From an optimization exercise on the open Yosys and OpenROAD flow, aimed at small area, a short achievable clock period and few clock cycles per item; shortcuts taken in it are not production practice.
Function was checked by simulation only, so behaviour that the tests miss may differ from the original.
Power is estimated from default activity; no workload was simulated.

==> willow: inputs <==
// ia_loader_top
module ia_loader_top (
    input  logic                                          clk,
    input  logic                                          rst_n,
    input  logic                                          init_cfg,
    input  logic [ia_pkg::reg_width-1:0]                  k,
    input  logic [ia_pkg::reg_width-1:0]                  n,
    input  logic [ia_pkg::reg_width-1:0]                  m,
    input  logic [ia_pkg::reg_width-1:0]                  lhs_base,
    input  logic [ia_pkg::reg_width-1:0]                  lhs_row_stride_b,
    input  logic signed [ia_pkg::reg_width-1:0]           lhs_zp,
    input  logic                                          send_ia_trigger,
    output logic                                          icb_cmd_valid,
    input  logic                                          icb_cmd_ready,
    output logic                                          icb_cmd_read,
    output logic [ia_pkg::reg_width-1:0]                  icb_cmd_addr,
    output logic [ia_pkg::len_width-1:0]                  icb_cmd_len,
    input  logic                                          icb_rsp_valid,
    output logic                                          icb_rsp_ready,
    input  logic [ia_pkg::bus_width-1:0]                  icb_rsp_rdata,
    output logic [ia_pkg::tile_size*ia_pkg::data_width-1:0] ia_out,
    output logic                                          ia_row_valid,
    output logic                                          ia_is_init_data,
    output logic                                          ia_calc_done,
    output logic                                          ia_sending_done,
    output logic                                          ia_data_valid
);
clock: 5.5 ns
lec_check: 0
abc_clock_period_in_ps: 1800
cap_margin: 20
core_margin: 2
core_utilization: 60
setup_slack_margin: 3.0
slew_margin: 20
run.sh (not shown) runs the stock make flow with config.mk's settings and CLKGATE_MAP_FILE= SYNTH_SCRIPT=/design/flow/synth_recipe.tcl, a recipe that flattens the netlist after the stock synthesis.
==> cedar (differences from willow) <==
--- a/flow/design.v
+++ b/flow/design.v
@@ -32,16 +32,33 @@
         for (int d = 1; d < W; d = d * 2)
             for (int i = W - 1; i >= d; i--) begin
                 g[i] = g[i] | (p[i] & g[i-d]);
                 p[i] = p[i] & p[i-d];
             end
     end
     assign s = a ^ b ^ {g[W-2:0], 1'b0};
 endmodule
+module ia_csel_add #(
+    parameter int W = 16
+) (
+    input  logic [W-1:0] a,
+    input  logic [W-1:0] b,
+    output logic [W-1:0] s
+);
+    localparam int L = W / 2;
+    localparam int H = W - L;
+    logic [L:0]   lo;     
+    logic [H-1:0] hi0, hi1;
+    logic         lo_unused;
+    ia_pfx_add #(L + 1) u_lo  (.a({1'b0, a[L-1:0]}), .b({1'b0, b[L-1:0]}), .s(lo));
+    ia_pfx_add #(H)     u_hi0 (.a(a[W-1:L]),          .b(b[W-1:L]),          .s(hi0));
+    ia_pfx_add #(H + 1) u_hi1 (.a({a[W-1:L], 1'b1}),  .b({b[W-1:L], 1'b1}),  .s({hi1, lo_unused}));
+    assign s = {lo[L] ? hi1 : hi0, lo[L-1:0]};
+endmodule
 module ia_loader_top (
     input  logic                                          clk,
     input  logic                                          rst_n,
     input  logic                                          init_cfg,
     input  logic [ia_pkg::reg_width-1:0]                  k,
     input  logic [ia_pkg::reg_width-1:0]                  n,
     input  logic [ia_pkg::reg_width-1:0]                  m,
     input  logic [ia_pkg::reg_width-1:0]                  lhs_base,
@@ -74,16 +91,17 @@
     logic        ct1, lt1;        
     logic [15:0] stride;
     logic [15:0] zp;
     logic [2:0]  base_lo;         
     logic        w_act;           
     logic [12:0] c_rem, l_rem, r_rem;
     logic [12:0] tile_hi, row_hi;  
     logic [2:0]  c_left;          
+    logic        w_nv;            
     logic        w_first, w_lc, w_ll, w_lr;   
     logic        c_v;             
     logic        cmd_len0;
     logic        r_v, r_done;
     logic [7:0]  r_lastoh;        
     logic [7:0]  r_mask;          
     logic        r_two, r_first, r_lc;
     logic [7:0]  wr_oh;
@@ -164,17 +182,17 @@
             base_lo  <= lhs_base[2:0];
         end
     end
     wire [15:0] addr_row;         
     logic [12:0] tile_inc;        
     logic [12:0] row_next;        
     wire  [12:0] tile_inc_c, row_next_c;
     wire [12:0] c_dec, l_dec, r_dec;
-    ia_pfx_add #(16) u_add_row  (.a(icb_cmd_addr), .b(stride),        .s(addr_row));
+    ia_csel_add #(16) u_add_row (.a(icb_cmd_addr), .b(stride),        .s(addr_row));
     ia_pfx_add #(13) u_add_col  (.a(tile_hi),      .b(13'd1),         .s(tile_inc_c));
     ia_pfx_add #(13) u_add_trow (.a(row_hi),       .b(stride[12:0]),  .s(row_next_c));
     always_ff @(posedge clk) begin
         tile_inc <= tile_inc_c;
         row_next <= row_next_c;
     end
     ia_pfx_add #(13) u_dec_c    (.a(c_rem),        .b(13'h1fff),      .s(c_dec));
     ia_pfx_add #(13) u_dec_l    (.a(l_rem),        .b(13'h1fff),      .s(l_dec));
@@ -207,74 +225,77 @@
             l_rem_nt   = m_hi;
             r_rem_nt   = r_dec;
             row_hi_nt  = row_next;
             tile_hi_nt = row_next;
             ll_nt      = lt1;
             lr_nt      = (r_rem[12:2] == 11'd0) && (r_rem[1:0] == (k_lo_z ? 2'd2 : 2'd1));
         end
     end
-    wire load_row  = w_act && adv && more_rows;
-    wire load_tile = w_act && adv && !more_rows && more_tiles && !c_v;
+    wire w_adv      = w_act && !w_nv && !c_v && more_tiles;
+    wire w_done     = w_act && !w_nv && !more_tiles;
+    wire load_row   = adv && icb_cmd_valid && more_rows;
+    wire load_first = adv && !(icb_cmd_valid && more_rows) && w_nv;
+    wire w_act_n    = init || (w_act && !w_done);
+    wire cmd_vld_n  = init || load_row || load_first || (icb_cmd_valid && !adv);
+    wire c_v_n      = init || w_adv || (c_v && !r_take);
     always_ff @(posedge clk) begin
         if (init) begin
             c_rem        <= n[15:3];
             l_rem        <= m[15:3];
             r_rem        <= k[15:3];
             tile_hi      <= lhs_base[15:3];
             row_hi       <= lhs_base[15:3];
-            icb_cmd_addr <= lhs_base;
-            c_left       <= in_lr ? k[2:0] - 3'd1 : 3'd7;
             w_first      <= 1'b1;
             w_lc         <= in_lc;
             w_ll         <= in_ll;
             w_lr         <= in_lr;
-        end else if (load_row) begin
-            icb_cmd_addr <= addr_row;
-            c_left       <= c_left - 3'd1;
-        end else if (load_tile) begin
+        end else if (w_adv) begin
             c_rem        <= c_rem_nt;
             l_rem        <= l_rem_nt;
             r_rem        <= r_rem_nt;
             tile_hi      <= tile_hi_nt;
             row_hi       <= row_hi_nt;
-            icb_cmd_addr <= {tile_hi_nt, base_lo};
-            c_left       <= lr_nt ? k_lo_m1 : 3'd7;
             w_first      <= first_nt;
             w_lc         <= lc_nt;
             w_ll         <= ll_nt;
             w_lr         <= lr_nt;
         end
     end
+    always_ff @(posedge clk) begin
+        if (init) begin
+            icb_cmd_addr <= lhs_base;
+            c_left       <= in_lr ? k[2:0] - 3'd1 : 3'd7;
+        end else if (load_row) begin
+            icb_cmd_addr <= addr_row;
+            c_left       <= c_left - 3'd1;
+        end else if (load_first) begin
+            icb_cmd_addr <= {tile_hi, base_lo};
+            c_left       <= w_rows_m1;
+        end
+    end
     always_ff @(posedge clk or negedge rst_n) begin
         if (!rst_n) begin
             w_act         <= 1'b0;
+            w_nv          <= 1'b0;
             icb_cmd_valid <= 1'b0;
             cmd_len0      <= 1'b0;
             c_v           <= 1'b0;
-        end else if (init) begin
-            w_act         <= 1'b1;
-            icb_cmd_valid <= 1'b1;
-            cmd_len0      <= (n[15:3] != 13'd0) || (n[2:0] > 3'd4);
-            c_v           <= 1'b1;
         end else begin
-            if (load_tile) begin
-                icb_cmd_valid <= 1'b1;
-                cmd_len0      <= !lc_nt || n_lo_two;
-                c_v           <= 1'b1;
-            end else begin
-                if (load_row)
-                    icb_cmd_valid <= 1'b1;
-                else if (adv)
-                    icb_cmd_valid <= 1'b0;
-                if (r_take)
-                    c_v <= 1'b0;
-            end
-            if (w_act && adv && !more_rows && !more_tiles)
-                w_act <= 1'b0;
+            w_act         <= w_act_n;
+            icb_cmd_valid <= cmd_vld_n;
+            c_v           <= c_v_n;
+            if (init || load_first)
+                w_nv <= 1'b0;
+            else if (w_adv)
+                w_nv <= 1'b1;
+            if (init)
+                cmd_len0 <= (n[15:3] != 13'd0) || (n[2:0] > 3'd4);
+            else if (load_first)
+                cmd_len0 <= w_two;
         end
     end
     assign icb_cmd_len  = {2'b00, cmd_len0};
     assign icb_cmd_read = 1'b1;
     always_ff @(posedge clk or negedge rst_n) begin
         if (!rst_n) begin
             r_v             <= 1'b0;
             r_done          <= 1'b0;
@@ -301,19 +322,17 @@
             rd_oh           <= rd_oh_n;
             occ             <= occ_n;
             rr_v            <= rr_v_n;
             ia_data_valid   <= dv_n;
             ia_row_valid    <= show;
             ia_is_init_data <= show && rr_first;
             ia_calc_done    <= show && rr_lc;
             ia_sending_done <= show && rr_last;
-            idle            <= !(init || (w_act && !(adv && !more_rows && !more_tiles)) ||
-                                 (icb_cmd_valid && !adv) || (c_v && !r_take) || load_tile ||
-                                 r_v_n || s_v_n || rr_v_n);
+            idle            <= !(w_act_n || cmd_vld_n || c_v_n || r_v_n || s_v_n || rr_v_n);
         end
     end
     always_ff @(posedge clk) begin
         if (r_take) begin
             for (int r = 0; r < 8; r++) begin
                 r_lastoh[r] <= (w_rows_m1 == 3'(r));
                 r_mask[r]   <= (w_rows_m1 >= 3'(r));
             end
- ABC_AREA: unset -> 1
- ABC_CLOCK_PERIOD_IN_PS: 1800 -> 2500
- SETUP_SLACK_MARGIN: 3.0 -> 3.25
==> pepper (differences from willow) <==
--- a/flow/design.v
+++ b/flow/design.v
@@ -32,16 +32,33 @@
         for (int d = 1; d < W; d = d * 2)
             for (int i = W - 1; i >= d; i--) begin
                 g[i] = g[i] | (p[i] & g[i-d]);
                 p[i] = p[i] & p[i-d];
             end
     end
     assign s = a ^ b ^ {g[W-2:0], 1'b0};
 endmodule
+module ia_csel_add #(
+    parameter int W = 16
+) (
+    input  logic [W-1:0] a,
+    input  logic [W-1:0] b,
+    output logic [W-1:0] s
+);
+    localparam int L = W / 2;
+    localparam int H = W - L;
+    logic [L:0]   lo;     
+    logic [H-1:0] hi0, hi1;
+    logic         lo_unused;
+    ia_pfx_add #(L + 1) u_lo  (.a({1'b0, a[L-1:0]}), .b({1'b0, b[L-1:0]}), .s(lo));
+    ia_pfx_add #(H)     u_hi0 (.a(a[W-1:L]),          .b(b[W-1:L]),          .s(hi0));
+    ia_pfx_add #(H + 1) u_hi1 (.a({a[W-1:L], 1'b1}),  .b({b[W-1:L], 1'b1}),  .s({hi1, lo_unused}));
+    assign s = {lo[L] ? hi1 : hi0, lo[L-1:0]};
+endmodule
 module ia_loader_top (
     input  logic                                          clk,
     input  logic                                          rst_n,
     input  logic                                          init_cfg,
     input  logic [ia_pkg::reg_width-1:0]                  k,
     input  logic [ia_pkg::reg_width-1:0]                  n,
     input  logic [ia_pkg::reg_width-1:0]                  m,
     input  logic [ia_pkg::reg_width-1:0]                  lhs_base,
@@ -74,16 +91,17 @@
     logic        ct1, lt1;        
     logic [15:0] stride;
     logic [15:0] zp;
     logic [2:0]  base_lo;         
     logic        w_act;           
     logic [12:0] c_rem, l_rem, r_rem;
     logic [12:0] tile_hi, row_hi;  
     logic [2:0]  c_left;          
+    logic        w_nv;            
     logic        w_first, w_lc, w_ll, w_lr;   
     logic        c_v;             
     logic        cmd_len0;
     logic        r_v, r_done;
     logic [7:0]  r_lastoh;        
     logic [7:0]  r_mask;          
     logic        r_two, r_first, r_lc;
     logic [7:0]  wr_oh;
@@ -164,17 +182,17 @@
             base_lo  <= lhs_base[2:0];
         end
     end
     wire [15:0] addr_row;         
     logic [12:0] tile_inc;        
     logic [12:0] row_next;        
     wire  [12:0] tile_inc_c, row_next_c;
     wire [12:0] c_dec, l_dec, r_dec;
-    ia_pfx_add #(16) u_add_row  (.a(icb_cmd_addr), .b(stride),        .s(addr_row));
+    ia_csel_add #(16) u_add_row (.a(icb_cmd_addr), .b(stride),        .s(addr_row));
     ia_pfx_add #(13) u_add_col  (.a(tile_hi),      .b(13'd1),         .s(tile_inc_c));
     ia_pfx_add #(13) u_add_trow (.a(row_hi),       .b(stride[12:0]),  .s(row_next_c));
     always_ff @(posedge clk) begin
         tile_inc <= tile_inc_c;
         row_next <= row_next_c;
     end
     ia_pfx_add #(13) u_dec_c    (.a(c_rem),        .b(13'h1fff),      .s(c_dec));
     ia_pfx_add #(13) u_dec_l    (.a(l_rem),        .b(13'h1fff),      .s(l_dec));
@@ -207,74 +225,77 @@
             l_rem_nt   = m_hi;
             r_rem_nt   = r_dec;
             row_hi_nt  = row_next;
             tile_hi_nt = row_next;
             ll_nt      = lt1;
             lr_nt      = (r_rem[12:2] == 11'd0) && (r_rem[1:0] == (k_lo_z ? 2'd2 : 2'd1));
         end
     end
-    wire load_row  = w_act && adv && more_rows;
-    wire load_tile = w_act && adv && !more_rows && more_tiles && !c_v;
+    wire w_adv      = w_act && !w_nv && !c_v && more_tiles;
+    wire w_done     = w_act && !w_nv && !more_tiles;
+    wire load_row   = adv && icb_cmd_valid && more_rows;
+    wire load_first = adv && !(icb_cmd_valid && more_rows) && w_nv;
+    wire w_act_n    = init || (w_act && !w_done);
+    wire cmd_vld_n  = init || load_row || load_first || (icb_cmd_valid && !adv);
+    wire c_v_n      = init || w_adv || (c_v && !r_take);
     always_ff @(posedge clk) begin
         if (init) begin
             c_rem        <= n[15:3];
             l_rem        <= m[15:3];
             r_rem        <= k[15:3];
             tile_hi      <= lhs_base[15:3];
             row_hi       <= lhs_base[15:3];
-            icb_cmd_addr <= lhs_base;
-            c_left       <= in_lr ? k[2:0] - 3'd1 : 3'd7;
             w_first      <= 1'b1;
             w_lc         <= in_lc;
             w_ll         <= in_ll;
             w_lr         <= in_lr;
-        end else if (load_row) begin
-            icb_cmd_addr <= addr_row;
-            c_left       <= c_left - 3'd1;
-        end else if (load_tile) begin
+        end else if (w_adv) begin
             c_rem        <= c_rem_nt;
             l_rem        <= l_rem_nt;
             r_rem        <= r_rem_nt;
             tile_hi      <= tile_hi_nt;
             row_hi       <= row_hi_nt;
-            icb_cmd_addr <= {tile_hi_nt, base_lo};
-            c_left       <= lr_nt ? k_lo_m1 : 3'd7;
             w_first      <= first_nt;
             w_lc         <= lc_nt;
             w_ll         <= ll_nt;
             w_lr         <= lr_nt;
         end
     end
+    always_ff @(posedge clk) begin
+        if (init) begin
+            icb_cmd_addr <= lhs_base;
+            c_left       <= in_lr ? k[2:0] - 3'd1 : 3'd7;
+        end else if (load_row) begin
+            icb_cmd_addr <= addr_row;
+            c_left       <= c_left - 3'd1;
+        end else if (load_first) begin
+            icb_cmd_addr <= {tile_hi, base_lo};
+            c_left       <= w_rows_m1;
+        end
+    end
     always_ff @(posedge clk or negedge rst_n) begin
         if (!rst_n) begin
             w_act         <= 1'b0;
+            w_nv          <= 1'b0;
             icb_cmd_valid <= 1'b0;
             cmd_len0      <= 1'b0;
             c_v           <= 1'b0;
-        end else if (init) begin
-            w_act         <= 1'b1;
-            icb_cmd_valid <= 1'b1;
-            cmd_len0      <= (n[15:3] != 13'd0) || (n[2:0] > 3'd4);
-            c_v           <= 1'b1;
         end else begin
-            if (load_tile) begin
-                icb_cmd_valid <= 1'b1;
-                cmd_len0      <= !lc_nt || n_lo_two;
-                c_v           <= 1'b1;
-            end else begin
-                if (load_row)
-                    icb_cmd_valid <= 1'b1;
-                else if (adv)
-                    icb_cmd_valid <= 1'b0;
-                if (r_take)
-                    c_v <= 1'b0;
-            end
-            if (w_act && adv && !more_rows && !more_tiles)
-                w_act <= 1'b0;
+            w_act         <= w_act_n;
+            icb_cmd_valid <= cmd_vld_n;
+            c_v           <= c_v_n;
+            if (init || load_first)
+                w_nv <= 1'b0;
+            else if (w_adv)
+                w_nv <= 1'b1;
+            if (init)
+                cmd_len0 <= (n[15:3] != 13'd0) || (n[2:0] > 3'd4);
+            else if (load_first)
+                cmd_len0 <= w_two;
         end
     end
     assign icb_cmd_len  = {2'b00, cmd_len0};
     assign icb_cmd_read = 1'b1;
     always_ff @(posedge clk or negedge rst_n) begin
         if (!rst_n) begin
             r_v             <= 1'b0;
             r_done          <= 1'b0;
@@ -301,19 +322,17 @@
             rd_oh           <= rd_oh_n;
             occ             <= occ_n;
             rr_v            <= rr_v_n;
             ia_data_valid   <= dv_n;
             ia_row_valid    <= show;
             ia_is_init_data <= show && rr_first;
             ia_calc_done    <= show && rr_lc;
             ia_sending_done <= show && rr_last;
-            idle            <= !(init || (w_act && !(adv && !more_rows && !more_tiles)) ||
-                                 (icb_cmd_valid && !adv) || (c_v && !r_take) || load_tile ||
-                                 r_v_n || s_v_n || rr_v_n);
+            idle            <= !(w_act_n || cmd_vld_n || c_v_n || r_v_n || s_v_n || rr_v_n);
         end
     end
     always_ff @(posedge clk) begin
         if (r_take) begin
             for (int r = 0; r < 8; r++) begin
                 r_lastoh[r] <= (w_rows_m1 == 3'(r));
                 r_mask[r]   <= (w_rows_m1 >= 3'(r));
             end
- ABC_AREA: unset -> 1
- ABC_CLOCK_PERIOD_IN_PS: 1800 -> 2500
==> amber (differences from willow) <==
--- a/flow/design.v
+++ b/flow/design.v
@@ -357,24 +357,20 @@
             rowreg   <= rd_mux;
             rowc4    <= rd_c4;
             rr_first <= s_first;
             rr_lc    <= s_lc;
             rr_last  <= s_last;
         end
     end
     wire [7:0]  zp_hi   = zp[15:8];
-    logic       zp_max, zp_min;
-    logic [7:0] hi_up, hi_dn;    
-    always_ff @(posedge clk) begin
-        zp_max <= (zp_hi == 8'h7f);
-        zp_min <= (zp_hi == 8'h80);
-        hi_up  <= (zp_hi == 8'h7f) ? zp_hi : zp_hi + 8'd1;
-        hi_dn  <= (zp_hi == 8'h80) ? zp_hi : zp_hi - 8'd1;
-    end
+    wire        zp_max  = (zp_hi == 8'h7f);
+    wire        zp_min  = (zp_hi == 8'h80);
+    wire [7:0]  hi_up   = zp_max ? zp_hi : zp_hi + 8'd1;
+    wire [7:0]  hi_dn   = zp_min ? zp_hi : zp_hi - 8'd1;
     for (genvar c = 0; c < 8; c++) begin : g_cvt
         wire [7:0] b  = rowreg[8*c +: 8];
         wire [7:0] z  = zp[7:0];
         wire [7:0] g  = b & z;
         wire [7:0] p  = b | z;
         wire       c4 = rowc4[c];
         wire [8:1] cy;
         assign cy[1] = g[0];
- ABC_AREA: unset -> 1
- ABC_CLOCK_PERIOD_IN_PS: 1800 -> 2500
==> comparison <==
willow went through all stages and came out clean. pepper completed without violations. amber finished clean. cedar finished with timing, DRC and antenna clean. The lowest via count belongs to willow, the highest to cedar. The combinational power of amber is 23 times that of willow. The highest clock power belongs to pepper, the lowest to amber. Of willow and pepper, pepper has the higher count of clock-buffer cells in the layout (gap 9). Clock skew: pepper < willow < cedar < amber. Against amber, the critical path depth of willow is higher by 9. The highest non-clock buffer count belongs to cedar, the lowest to pepper.
Testbench counts of willow, summed over its fixed seeds: cycles 40,413, tiles 2,306.
Testbench counts of cedar, summed over its fixed seeds: cycles 40,453, tiles 2,306.
Testbench counts of pepper, summed over its fixed seeds: cycles 40,453, tiles 2,306.
Testbench counts of amber, summed over its fixed seeds: cycles 40,413, tiles 2,306.

[static timing again, ports no longer ideal]
The results above use ideal ports. As a check the final layouts listed here were re-extracted and re-timed, cells and wires unchanged. Step 1 sets driving cells, clkbuf_16 on the clock port and buf_2 on the other inputs (assumed; they add their load-dependent delay and slew). Step 2, shift: input delay + t, output delay - t, t = (earliest + latest rising clock arrival at the registers) / 2. This alone moves slack from input paths to output paths. Three values: no drivers, after step 1, after step 2; two values: the first two.
| run | t, ns | setup slack, ns | worst slew at a driven data input, ns |
|---|---|---|---|
| willow | 0.722 | 2.794 / 2.794 / 2.158 | 0.10 |
| cedar | 0.722 | 3.031 / 3.016 / 2.493 | 0.11 |
| pepper | 0.721 | 2.979 / 2.911 / 2.382 | 0.12 |
| amber | 0.734 | 2.952 / 2.883 / 2.332 | 0.12 |
After both steps setup and hold are still met in every run listed. The setup slack of willow, which loses most, moves by 0.000 ns with the drivers and by -0.636 ns with both steps.
